This design comes from an exercise in tuning for small area, a short achievable clock period and few clock cycles per item on the open sky130 flow, not from production work. In this exercise RTL edits were held to simulation tests only and were not proved equivalent to the original.

==> flow/design.v <==
`timescale 1ns / 1ps
package lfpd_pkg;
    localparam int SENSOR_W = 8;
    localparam int GAIN_W   = 8;
    localparam int POS_W    = 4;
    localparam int ERR_W    = 5;
    localparam int ACC_W    = 16;
    localparam int DUTY_W   = 10;
    localparam int CFG_IDX_W = 3;
    localparam logic [CFG_IDX_W-1:0] REG_KP_GAIN     = 3'd0;
    localparam logic [CFG_IDX_W-1:0] REG_KI_GAIN     = 3'd1;
    localparam logic [CFG_IDX_W-1:0] REG_KD_GAIN     = 3'd2;
    localparam logic [CFG_IDX_W-1:0] REG_TOP_SPEED   = 3'd3;
    localparam logic [CFG_IDX_W-1:0] REG_FLOOR_SPEED = 3'd4;
    localparam logic [GAIN_W-1:0] KP_RESET  = 8'd10;
    localparam logic [GAIN_W-1:0] KI_RESET  = 8'd0;
    localparam logic [GAIN_W-1:0] KD_RESET  = 8'd5;
    localparam logic [GAIN_W-1:0] MAX_RESET = 8'd255;
    localparam logic [GAIN_W-1:0] MIN_RESET = 8'd0;
    localparam logic [DUTY_W-1:0] LOST_LEFT_LDUTY  = 10'd150;
    localparam logic [DUTY_W-1:0] LOST_LEFT_RDUTY  = 10'd185;
    localparam logic [DUTY_W-1:0] LOST_RIGHT_LDUTY = 10'd180;
    localparam logic [DUTY_W-1:0] LOST_RIGHT_RDUTY = 10'd155;
    localparam logic signed [ACC_W-1:0] LEFT_TRIM  = 16'sd5;
    localparam logic signed [ACC_W-1:0] TURN_BIAS  = 16'sd15;
    localparam logic signed [6:0]       STEP_BIAS  = 7'sd20;
    localparam logic [15:0]             DIV10_RECIP = 16'd52429;
    localparam int                      DIV10_SHIFT = 19;
    localparam int QUEUE_DEPTH = 2;
    localparam int QUEUE_AW    = $clog2(QUEUE_DEPTH);
    typedef struct packed {
        logic [GAIN_W-1:0] kp_gain;
        logic [GAIN_W-1:0] ki_gain;
        logic [GAIN_W-1:0] kd_gain;
        logic [GAIN_W-1:0] top_speed;
        logic [GAIN_W-1:0] floor_speed;
    } cfg_t;
    typedef enum logic [1:0] {
        CMD_PID,
        CMD_LOST_LEFT,
        CMD_LOST_RIGHT
    } cmd_t;
    typedef struct packed {
        cmd_t             cmd;
        logic [POS_W-1:0] position;
        logic             left_rev;
        logic             right_rev;
    } item_t;
    typedef enum logic [2:0] {
        BK_IDLE,
        BK_PROD,
        BK_DIV_I,
        BK_DIV_P,
        BK_DIV_D,
        BK_MUL,
        BK_DUTY
    } back_state_t;
endpackage
`timescale 1ns / 1ps
module lfpd_front (
    input  logic                            aclk,
    input  logic                            aresetn,
    input  logic                            accept,
    input  logic [lfpd_pkg::SENSOR_W-1:0]   s_sensor_bits,
    output logic                            lost,
    output logic                            lost_left,
    output logic [lfpd_pkg::POS_W-1:0]      position,
    output logic [lfpd_pkg::POS_W:0]        dpos,
    output logic                            left_rev,
    output logic                            right_rev
);
    localparam logic [lfpd_pkg::SENSOR_W-1:0] ALL_DARK = 8'hFF;
    logic [lfpd_pkg::POS_W-1:0] position_reg, position_next;
    logic             left_rev_reg, left_rev_next;
    logic             right_rev_reg, right_rev_next;
    logic             hit;
    logic [lfpd_pkg::POS_W-1:0] dec_pos;
    logic             all_dark;
    logic             pos_neg;
    logic             pos_pos;
    always_comb begin
        hit     = 1'b1;
        dec_pos = '0;
        unique case (s_sensor_bits)
            8'hFE:        dec_pos = 4'(-7);
            8'hF8, 8'hFC: dec_pos = 4'(-6);
            8'hFD:        dec_pos = 4'(-5);
            8'hF1, 8'hF9: dec_pos = 4'(-4);
            8'hFB:        dec_pos = 4'(-3);
            8'hE3, 8'hF3: dec_pos = 4'(-2);
            8'hF7:        dec_pos = 4'(-1);
            8'hE7:        dec_pos = 4'd0;
            8'hEF:        dec_pos = 4'd1;
            8'hC7, 8'hCF: dec_pos = 4'd2;
            8'hDF:        dec_pos = 4'd3;
            8'h8F, 8'h9F: dec_pos = 4'd4;
            8'hBF:        dec_pos = 4'd5;
            8'h1F, 8'h3F: dec_pos = 4'd6;
            8'h7F:        dec_pos = 4'd7;
            default:      hit = 1'b0;
        endcase
    end
    assign all_dark = (s_sensor_bits == ALL_DARK);
    assign pos_neg  = position_reg[lfpd_pkg::POS_W-1];
    assign pos_pos  = !position_reg[lfpd_pkg::POS_W-1] && (position_reg != '0);
    always_comb begin
        position_next  = hit ? dec_pos : position_reg;
        left_rev_next  = hit ? 1'b0 : left_rev_reg;
        right_rev_next = hit ? 1'b0 : right_rev_reg;
        if (all_dark && pos_neg) begin
            left_rev_next = 1'b1;
        end else if (all_dark && pos_pos) begin
            right_rev_next = 1'b1;
        end
    end
    assign lost      = all_dark && (position_reg != '0);
    assign lost_left = pos_neg;
    assign position  = position_next;
    assign dpos      = {position_next[lfpd_pkg::POS_W-1], position_next} - {position_reg[lfpd_pkg::POS_W-1], position_reg};
    assign left_rev  = left_rev_next;
    assign right_rev = right_rev_next;
    always_ff @(posedge aclk) begin
        if (!aresetn) begin
            position_reg  <= '0;
            left_rev_reg  <= 1'b0;
            right_rev_reg <= 1'b0;
        end else if (accept) begin
            position_reg  <= position_next;
            left_rev_reg  <= left_rev_next;
            right_rev_reg <= right_rev_next;
        end
    end
endmodule
`timescale 1ns / 1ps
`timescale 1ns / 1ps
module lfpd_back (
    input  logic                                  aclk,
    input  logic                                  aresetn,
    input  lfpd_pkg::cfg_t                        cfg,
    input  logic                                  en,
    input  logic                                  in_valid,
    input  logic                                  in_lost,
    input  logic                                  in_lost_left,
    input  logic [lfpd_pkg::POS_W-1:0]            in_position,
    input  logic [lfpd_pkg::POS_W:0]              in_dpos,
    input  logic                                  in_left_rev,
    input  logic                                  in_right_rev,
    output logic                                  m_valid,
    output logic signed [lfpd_pkg::DUTY_W-1:0]    m_left_duty,
    output logic signed [lfpd_pkg::DUTY_W-1:0]    m_right_duty,
    output logic                                  m_left_reverse,
    output logic                                  m_right_reverse,
    output logic                                  m_line_lost,
    output logic signed [lfpd_pkg::POS_W-1:0]     m_line_position
);
    function automatic logic signed [12:0] div10_trunc(
        input logic signed [15:0] x
    );
        logic signed [33:0] prod;
        prod = x * $signed(34'sd52429) + $signed({1'b0, x[15], 19'd0});
        div10_trunc = prod[31:19];
    endfunction
    function automatic logic signed [lfpd_pkg::ACC_W-1:0] clamp_duty(
        input logic signed [lfpd_pkg::ACC_W-1:0] v,
        input logic signed [lfpd_pkg::ACC_W-1:0] lo,
        input logic signed [lfpd_pkg::ACC_W-1:0] hi
    );
        logic signed [lfpd_pkg::ACC_W-1:0] t;
        t = (v < lo) ? lo : v;
        clamp_duty = (t > hi) ? hi : t;
    endfunction
    logic                    v1;
    logic                    r1_lost, r1_lost_left, r1_lrev, r1_rrev;
    logic signed [3:0]       r1_pos;
    logic signed [4:0]       r1_dpos;
    logic                    v2;
    logic                    r2_lost, r2_lost_left, r2_lrev, r2_rrev;
    logic signed [3:0]       r2_pos;
    logic signed [10:0]      r2_pd;
    logic signed [12:0]      integral_reg;
    logic                    v3;
    logic signed [9:0]       r3_left, r3_right;
    logic                    r3_lrev, r3_rrev, r3_lost;
    logic signed [3:0]       r3_pos;
    logic signed [5:0]       step_reg;
    logic signed [6:0]       stepm_reg;
    logic signed [8:0]       speed_diff;
    logic signed [8:0]       speed_adj;
    assign speed_diff = $signed({1'b0, cfg.top_speed}) - $signed({1'b0, cfg.floor_speed});
    assign speed_adj  = speed_diff + (speed_diff[8] ? 9'sd7 : 9'sd0);
    logic signed [13:0]      isum;
    logic signed [22:0]      i_full;
    logic signed [12:0]      i_next;
    logic signed [12:0]      p_div, d_div;
    logic signed [11:0]      p_full;
    logic signed [13:0]      d_full;
    logic signed [10:0]      pd;
    assign isum   = integral_reg - r1_pos;
    assign i_full = isum * $signed({1'b0, cfg.ki_gain});
    assign i_next = div10_trunc(i_full[15:0]);
    assign p_full = r1_pos * $signed({1'b0, cfg.kp_gain});
    assign d_full = r1_dpos * $signed({1'b0, cfg.kd_gain});
    assign p_div  = div10_trunc({{4{p_full[11]}}, p_full});
    assign d_div  = div10_trunc({{2{d_full[13]}}, d_full});
    assign pd     = p_div[10:0] + d_div[10:0];
    logic signed [12:0]      mv;
    logic signed [19:0]      a_full, b_full;
    logic signed [15:0]      prod_a, prod_b;
    logic signed [15:0]      ceil_s, floor_s, l16, r16;
    logic signed [9:0]       left_next, right_next;
    assign mv     = integral_reg - r2_pd;
    assign a_full = stepm_reg * mv;
    assign b_full = step_reg * mv;
    assign prod_a = a_full[15:0];
    assign prod_b = b_full[15:0];
    assign ceil_s  = $signed(16'(cfg.top_speed) + 16'd1);
    assign floor_s = $signed(16'(cfg.floor_speed));
    always_comb begin
        if (mv == '0) begin
            l16 = ceil_s - lfpd_pkg::LEFT_TRIM;
            r16 = ceil_s;
        end else if (!mv[12]) begin
            r16 = clamp_duty(ceil_s - prod_a, floor_s, ceil_s);
            l16 = clamp_duty(ceil_s - prod_b - lfpd_pkg::TURN_BIAS - lfpd_pkg::LEFT_TRIM, floor_s, ceil_s);
        end else begin
            l16 = clamp_duty(ceil_s + prod_a, floor_s, ceil_s);
            r16 = clamp_duty(ceil_s + prod_b - lfpd_pkg::TURN_BIAS, floor_s, ceil_s);
        end
    end
    always_comb begin
        if (!r2_lost) begin
            left_next  = l16[9:0];
            right_next = r16[9:0];
        end else if (r2_lost_left) begin
            left_next  = lfpd_pkg::LOST_LEFT_LDUTY;
            right_next = lfpd_pkg::LOST_LEFT_RDUTY;
        end else begin
            left_next  = lfpd_pkg::LOST_RIGHT_LDUTY;
            right_next = lfpd_pkg::LOST_RIGHT_RDUTY;
        end
    end
    always_ff @(posedge aclk) begin
        step_reg  <= speed_adj[8:3];
        stepm_reg <= {speed_adj[8], speed_adj[8:3]} - lfpd_pkg::STEP_BIAS;
    end
    always_ff @(posedge aclk) begin
        if (!aresetn) begin
            v1           <= 1'b0;
            v2           <= 1'b0;
            v3           <= 1'b0;
            integral_reg <= '0;
        end else if (en) begin
            v1 <= in_valid;
            v2 <= v1;
            v3 <= v2;
            if (v1 && !r1_lost) begin
                integral_reg <= i_next;
            end
        end
    end
    always_ff @(posedge aclk) begin
        if (en) begin
            r1_lost      <= in_lost;
            r1_lost_left <= in_lost_left;
            r1_lrev      <= in_left_rev;
            r1_rrev      <= in_right_rev;
            r1_pos       <= in_position;
            r1_dpos      <= in_dpos;
            r2_lost      <= r1_lost;
            r2_lost_left <= r1_lost_left;
            r2_lrev      <= r1_lrev;
            r2_rrev      <= r1_rrev;
            r2_pos       <= r1_pos;
            r2_pd        <= pd;
            r3_left      <= left_next;
            r3_right     <= right_next;
            r3_lrev      <= r2_lrev;
            r3_rrev      <= r2_rrev;
            r3_lost      <= r2_lost;
            r3_pos       <= r2_pos;
        end
    end
    assign m_valid         = v3;
    assign m_left_duty     = r3_left;
    assign m_right_duty    = r3_right;
    assign m_left_reverse  = r3_lrev;
    assign m_right_reverse = r3_rrev;
    assign m_line_lost     = r3_lost;
    assign m_line_position = r3_pos;
endmodule
`timescale 1ns / 1ps
module line_follow_pid_drive (
    input  logic                                  aclk,
    input  logic                                  aresetn,
    input  logic                                  cfg_wr_en,
    input  logic [lfpd_pkg::CFG_IDX_W-1:0]        cfg_index,
    input  logic [lfpd_pkg::GAIN_W-1:0]           cfg_wdata,
    input  logic                                  s_valid,
    output logic                                  s_ready,
    input  logic [lfpd_pkg::SENSOR_W-1:0]         s_sensor_bits,
    output logic                                  m_valid,
    input  logic                                  m_ready,
    output logic signed [lfpd_pkg::DUTY_W-1:0]    m_left_duty,
    output logic signed [lfpd_pkg::DUTY_W-1:0]    m_right_duty,
    output logic                                  m_left_reverse,
    output logic                                  m_right_reverse,
    output logic                                  m_line_lost,
    output logic signed [lfpd_pkg::POS_W-1:0]     m_line_position
);
    lfpd_pkg::cfg_t  cfg_reg;
    always_ff @(posedge aclk) begin
        if (!aresetn) begin
            cfg_reg.kp_gain     <= lfpd_pkg::KP_RESET;
            cfg_reg.ki_gain     <= lfpd_pkg::KI_RESET;
            cfg_reg.kd_gain     <= lfpd_pkg::KD_RESET;
            cfg_reg.top_speed   <= lfpd_pkg::MAX_RESET;
            cfg_reg.floor_speed <= lfpd_pkg::MIN_RESET;
        end else if (cfg_wr_en) begin
            unique case (cfg_index)
                lfpd_pkg::REG_KP_GAIN:     cfg_reg.kp_gain     <= cfg_wdata;
                lfpd_pkg::REG_KI_GAIN:     cfg_reg.ki_gain     <= cfg_wdata;
                lfpd_pkg::REG_KD_GAIN:     cfg_reg.kd_gain     <= cfg_wdata;
                lfpd_pkg::REG_TOP_SPEED:   cfg_reg.top_speed   <= cfg_wdata;
                lfpd_pkg::REG_FLOOR_SPEED: cfg_reg.floor_speed <= cfg_wdata;
                default:         cfg_reg             <= cfg_reg;
            endcase
        end
    end
    logic en;
    assign en      = !m_valid || m_ready;
    assign s_ready = en;
    logic                        f_lost, f_lost_left, f_lrev, f_rrev;
    logic [lfpd_pkg::POS_W-1:0]  f_position;
    logic [lfpd_pkg::POS_W:0]    f_dpos;
    lfpd_front u_front (
        .aclk          (aclk),
        .aresetn       (aresetn),
        .accept        (s_valid && en),
        .s_sensor_bits (s_sensor_bits),
        .lost          (f_lost),
        .lost_left     (f_lost_left),
        .position      (f_position),
        .dpos          (f_dpos),
        .left_rev      (f_lrev),
        .right_rev     (f_rrev)
    );
    lfpd_back u_back (
        .aclk            (aclk),
        .aresetn         (aresetn),
        .cfg             (cfg_reg),
        .en              (en),
        .in_valid        (s_valid),
        .in_lost         (f_lost),
        .in_lost_left    (f_lost_left),
        .in_position     (f_position),
        .in_dpos         (f_dpos),
        .in_left_rev     (f_lrev),
        .in_right_rev    (f_rrev),
        .m_valid         (m_valid),
        .m_left_duty     (m_left_duty),
        .m_right_duty    (m_right_duty),
        .m_left_reverse  (m_left_reverse),
        .m_right_reverse (m_right_reverse),
        .m_line_lost     (m_line_lost),
        .m_line_position (m_line_position)
    );
endmodule
==> flow/run.sh <==
#!/bin/bash
# synth_recipe.tcl (not shown) runs the flow's synth.tcl, then flattens the netlist and writes it again
# the make line also repeats each setting of config.mk as NAME=value (left out here)
make -C /OpenROAD-flow-scripts/flow DESIGN_CONFIG=/design/flow/config.mk WORK_HOME=/design/flow/orfs CLKGATE_MAP_FILE= SYNTH_SCRIPT=/design/flow/synth_recipe.tcl finish
==> flow/config.mk <==
export PLATFORM = sky130hd
export DESIGN_NAME = line_follow_pid_drive
export DESIGN_NICKNAME = line_follow_pid_drive
export VERILOG_FILES = /design/flow/design.v
export SDC_FILE = /design/flow/constraint.sdc
export NUM_CORES = 4
export LEC_CHECK = 0
export CAP_MARGIN = 20
export CORE_MARGIN = 2
export CORE_UTILIZATION = 40
export SLEW_MARGIN = 20
==> flow/constraint.sdc <==
create_clock -name core_clock -period 12.0 [get_ports {aclk}]
set_input_delay 2.4000 -clock core_clock [delete_from_list [all_inputs] [get_ports {aclk}]]
set_output_delay 2.4000 -clock core_clock [all_outputs]
set_load 0.01 [all_outputs]
==> results_dict.tcl <==
set metrics [dict create \
    number_of_flip_flops_under_the_largest_register_name 40 \
    fin_crit_ns 11.46 \
    fp.dieArea_um2 81520 \
    worst_setup_path_end_kind "register" \
    placed_cells_incl_taps 4673 \
    num_rows 103 \
    synth.cell_area_um2 31700 \
    die_x_um 285.5 \
    number_of_hold_buffers_added_after_cts 0 \
    cpMostUsedCell "sky130_fd_sc_hd__inv_1" \
    synth_enable_flop_cells 59 \
    hold_path.startpoint "u_back.r1_lost_left$_DFFE_PN_" \
    crit_type "register to register" \
    post_synth_num_cell_types 95 \
    detailed_route_wl_um 78940 \
    timing.reg2reg.worst_path_depth 51 \
    crit_required_ns 12.36 \
    clock_tree_from_tritoncts "done" \
    post_synthesis_sequential_area_ratio_pct 10.20 \
    dr_total_vias 24020 \
    synth_ff_type "sky130_fd_sc_hd__dfxtp_1" \
    cp_slowest_cell "sky130_fd_sc_hd__fa_1" \
    fmax_ghz 0.08729 \
    timing.max_cap.violations 0 \
    cts_max_level 4 \
    postRouteAntennaNets 0 \
    first_global_vias 24210 \
    r2r_setup_slack_ns 0.54 \
    synth_top_family_by_area "adder cells" \
    clk_pin_slew_worst_paths_ns 0.06 \
    critical_path_arrival_ns 11.82 \
    setup-violations-final 0 \
    design.core.area_um2 78740 \
    global_route_wire_length_before_repair_um 129600 \
    antenna_found_initial 3 \
    worst_r2r_startpoint "u_back.integral_reg[0]$_SDFFE_PN0P_" \
    cts-buffers-inserted 17 \
    post_synth_fa_ha_maj_area_fraction_pct 47.97 \
    timing_worst_slew_pin_value_ns 0.9208 \
    antenna_cells_inserted 0 \
    synth-warning-count 3 \
    syn_avg_cell_area_um2 8.848 \
    cts_root_cell "sky130_fd_sc_hd__clkbuf_16" \
    global_route_overflow 0 \
    layout-drive-gt1-share_pct 5.456 \
    drcViolationCount 0 \
    grt_start_max_net_pins 38 \
    yosys.area_share.simple_pct 14.21 \
    gpl_wtd_cong 0.9299 \
    finalCritPeriodShare_pct 95.47 \
    grt_usage_pct 19.85 \
    slew_viol_final 0 \
    post_dr_vias_cell 5.094 \
    port_buffers 52 \
    starting_density_of_the_core_pct 40.26 \
    finalNetCount 4672 \
    timing.final.hold_violations 0 \
    crit_start "u_back.integral_reg[0]$_SDFFE_PN0P_" \
    worst_r2r_endpoint "u_back.integral_reg[9]$_SDFFE_PN0P_" \
    cts_max_path_bufs 2 \
    drt-wirelength-per-cell_um 16.74 \
    share_of_synthesized_area_spent_on_multiplexers_pct 1.413 \
    holdCritPathClass "register to register" \
    capturing_instance_or_port_of_the_critical_path "u_back.integral_reg[9]$_SDFFE_PN0P_" \
    areaGrowthSynthToFinish_pct 9.204 \
    cp_max_fanout 3 \
    drtPass1Iterations 9 \
    synth-compound-area-share_pct 11.41 \
    die_height_um 285.5 \
    layout.cells.non_filler 4716 \
    startpoint_type "register" \
    sinks_on_clock_net 132 \
    ys_async_sr_fraction_pct 0 \
    grt_setup_unrepaired "true" \
    floorplan.io_pins 53 \
    postSynthRegisterBits 132 \
    dr.first_iter.drc_count 1500 \
    crit_path_max_cell_delay_ns 0.54 \
    clock_skew_ns 0.01546 \
    mappedNetlistNets 4602 \
    dp_hpwl_um 67500 \
    clk-insertion-delay-late_ns 0.44 \
    synth_xor_xnor_area_share_pct 5.703 \
    max_slew_margin_pct 38.61 \
    status "no timing/DRC/antenna violations" \
    syn_inst 3583 \
]
==> how the worst min path moves through the flow <==
stage | to | slack [ns] | cells past startpoint
after floorplan | u_back.r2_lost_left$_DFFE_PN_ | 0.40 | 0
after global placement | u_back.r3_pos[3]$_DFFE_PN_ | 0.40 | 0
after detailed placement | u_back.r2_lost_left$_DFFE_PN_ | 0.41 | 0
after CTS | u_back.r2_lost_left$_DFFE_PN_ | 0.42 | 0
after global routing | u_back.r3_pos[2]$_DFFE_PN_ | 0.43 | 0
final | u_back.r2_lost_left$_DFFE_PN_ | 0.42 | 0
==> routing by layer <==
layer / global-route usage (%) / share of wire (%) / vias up
met4: 3.364 / 1.6 / 0
met1: 28.89 / 48 / 11570
met5: 0 / 0 / -
met3: 2.145 / 4.7 / 73
li1: - / - / 11890
met2: 32.14 / 45 / 492
==> kinds of logic (layout without fill, tap and decap cells) <==
logic type / count (synthesis) / after routing
buf+inv: 764 / 847
flops: 132 / 132
compound gates: 555 / 555
simple gates: 897 / 897
fa+ha+maj: 996 / 996
xor+xnor: 197 / 197
mux: 42 / 42
==> worst max-delay path: cells and delay by family (launching register included) <==
kind | cells | cell delay [ns]
buf+inv | 8 | 0.46
flops | 1 | 0.31
xor+xnor | 5 | 1.05
compound gates | 14 | 2.58
fa+ha+maj | 14 | 5.43
simple gates | 10 | 1.55
==> synth_stat cells (all sizes together) (11+ instances only) <==
| cell type | instances | share of area, % |
|---|---|---|
| a31oi | 11 | 0.22 |
| nand4 | 16 | 0.32 |
| clkbuf | 67 | 0.79 |
| nor2 | 175 | 2.1 |
| xor2 | 62 | 1.7 |
| mux2 | 22 | 0.78 |
| or3 | 11 | 0.22 |
| xnor2 | 129 | 3.6 |
| and3 | 12 | 0.25 |
| o21bai | 32 | 0.76 |
| fa | 366 | 23 |
| a211oi | 12 | 0.28 |
| a21boi | 24 | 0.58 |
| a21o | 47 | 1.1 |
| nand3 | 46 | 0.73 |
| o21ai | 111 | 1.8 |
| and2 | 146 | 2.9 |
| o211ai | 14 | 0.33 |
| o21a | 56 | 1.3 |
| nor3 | 45 | 0.73 |
| nand2 | 261 | 3.1 |
| a21oi | 166 | 2.6 |
| ha | 629 | 25 |
| nor2b | 79 | 1.6 |
| mux2i | 20 | 0.63 |
| or2 | 12 | 0.24 |
| nand2b | 50 | 0.99 |
| edfxtp | 59 | 5.6 |
| dfxtp | 73 | 4.6 |
| inv | 686 | 8.1 |
==> cells in the final DEF, fill, tap and decap left out, types with 44 or more instances in the layout <==
master / count
sky130_fd_sc_hd__clkdlybuf4s50_1: 52
sky130_fd_sc_hd__fa_1: 364
sky130_fd_sc_hd__a21oi_1: 152
sky130_fd_sc_hd__xor2_1: 61
sky130_fd_sc_hd__inv_1: 685
sky130_fd_sc_hd__nor2b_1: 76
sky130_fd_sc_hd__and2_1: 146
sky130_fd_sc_hd__ha_1: 628
sky130_fd_sc_hd__nand2_1: 260
sky130_fd_sc_hd__buf_4: 76
sky130_fd_sc_hd__nor2_1: 173
sky130_fd_sc_hd__o21a_1: 56
sky130_fd_sc_hd__nand3_1: 46
sky130_fd_sc_hd__nor3_1: 44
sky130_fd_sc_hd__nand2b_1: 50
sky130_fd_sc_hd__a21o_1: 47
sky130_fd_sc_hd__xnor2_1: 119
sky130_fd_sc_hd__o21ai_0: 101
sky130_fd_sc_hd__edfxtp_1: 59
sky130_fd_sc_hd__dfxtp_1: 73
==> timing repair <==
action / in CTS / in global routing
cloned: 0 / 0
resized for setup: 1 / 44
buffers inserted: 0 / 11
endpoints found under the setup margin: 1 / 31
pin swaps: 0 / 16
==> area by class of cell <==
type                       count  area [um^2]
fill                        7780        44120
multi-input combinational   2687        25800
clock buffer                  20        457.9
inverter                     687         2579
sequential                   132         3233
timing repair buffer         128         1091
tap                         1050         1314
clock inverter                12        142.6
==> per-stage QoR <==
stage | setup slack, ns | hold WS (ns) | util, % | instance area (um^2) | setup TNS [ns]
after floorplan | 0.2200 | 0.4003 | - | 31700 | 0
after global placement | 0.1516 | 0.4043 | 42.84 | 33730 | 0
after detailed placement | 0.04126 | 0.4072 | 42.84 | 33730 | 0
after CTS | 0.05206 | 0.4231 | 43.61 | 34340 | 0
after global routing | -0.1279 | 0.4312 | 43.97 | 34620 | -0.2595
final | 0.5436 | 0.4214 | 43.97 | 34620 | 0
Testbench counts, summed over its fixed seeds: cycles 1,944, items 1,920.

-- separate check: timing with driven ports --
How much do the figures lean on ideal ports? The routed layout below was timed once more, with nothing changed but the port constraints. Step 1 sets driving cells, clkbuf_16 on the clock port and buf_2 on the other inputs (assumed; they add their load-dependent delay and slew). Step 2 moves the port delays by t, midway between the first and last clock arrival at a register: inputs arrive t later, outputs are due t later. That takes back most of the time a late clock gives input paths. Slacks: no drivers / after step 1 / after step 2; pairs: no drivers / after step 1.
t (ns): 0.489
setup slack, ns: 0.544 / 0.544 / 0.544
hold WS [ns]: 0.421 / 0.421 / 0.421
worst setup path at the end: register to register
After both steps setup and hold are still met in this run. The setup slack of this run moves by 0.000 ns with the drivers and by 0.000 ns with both steps.
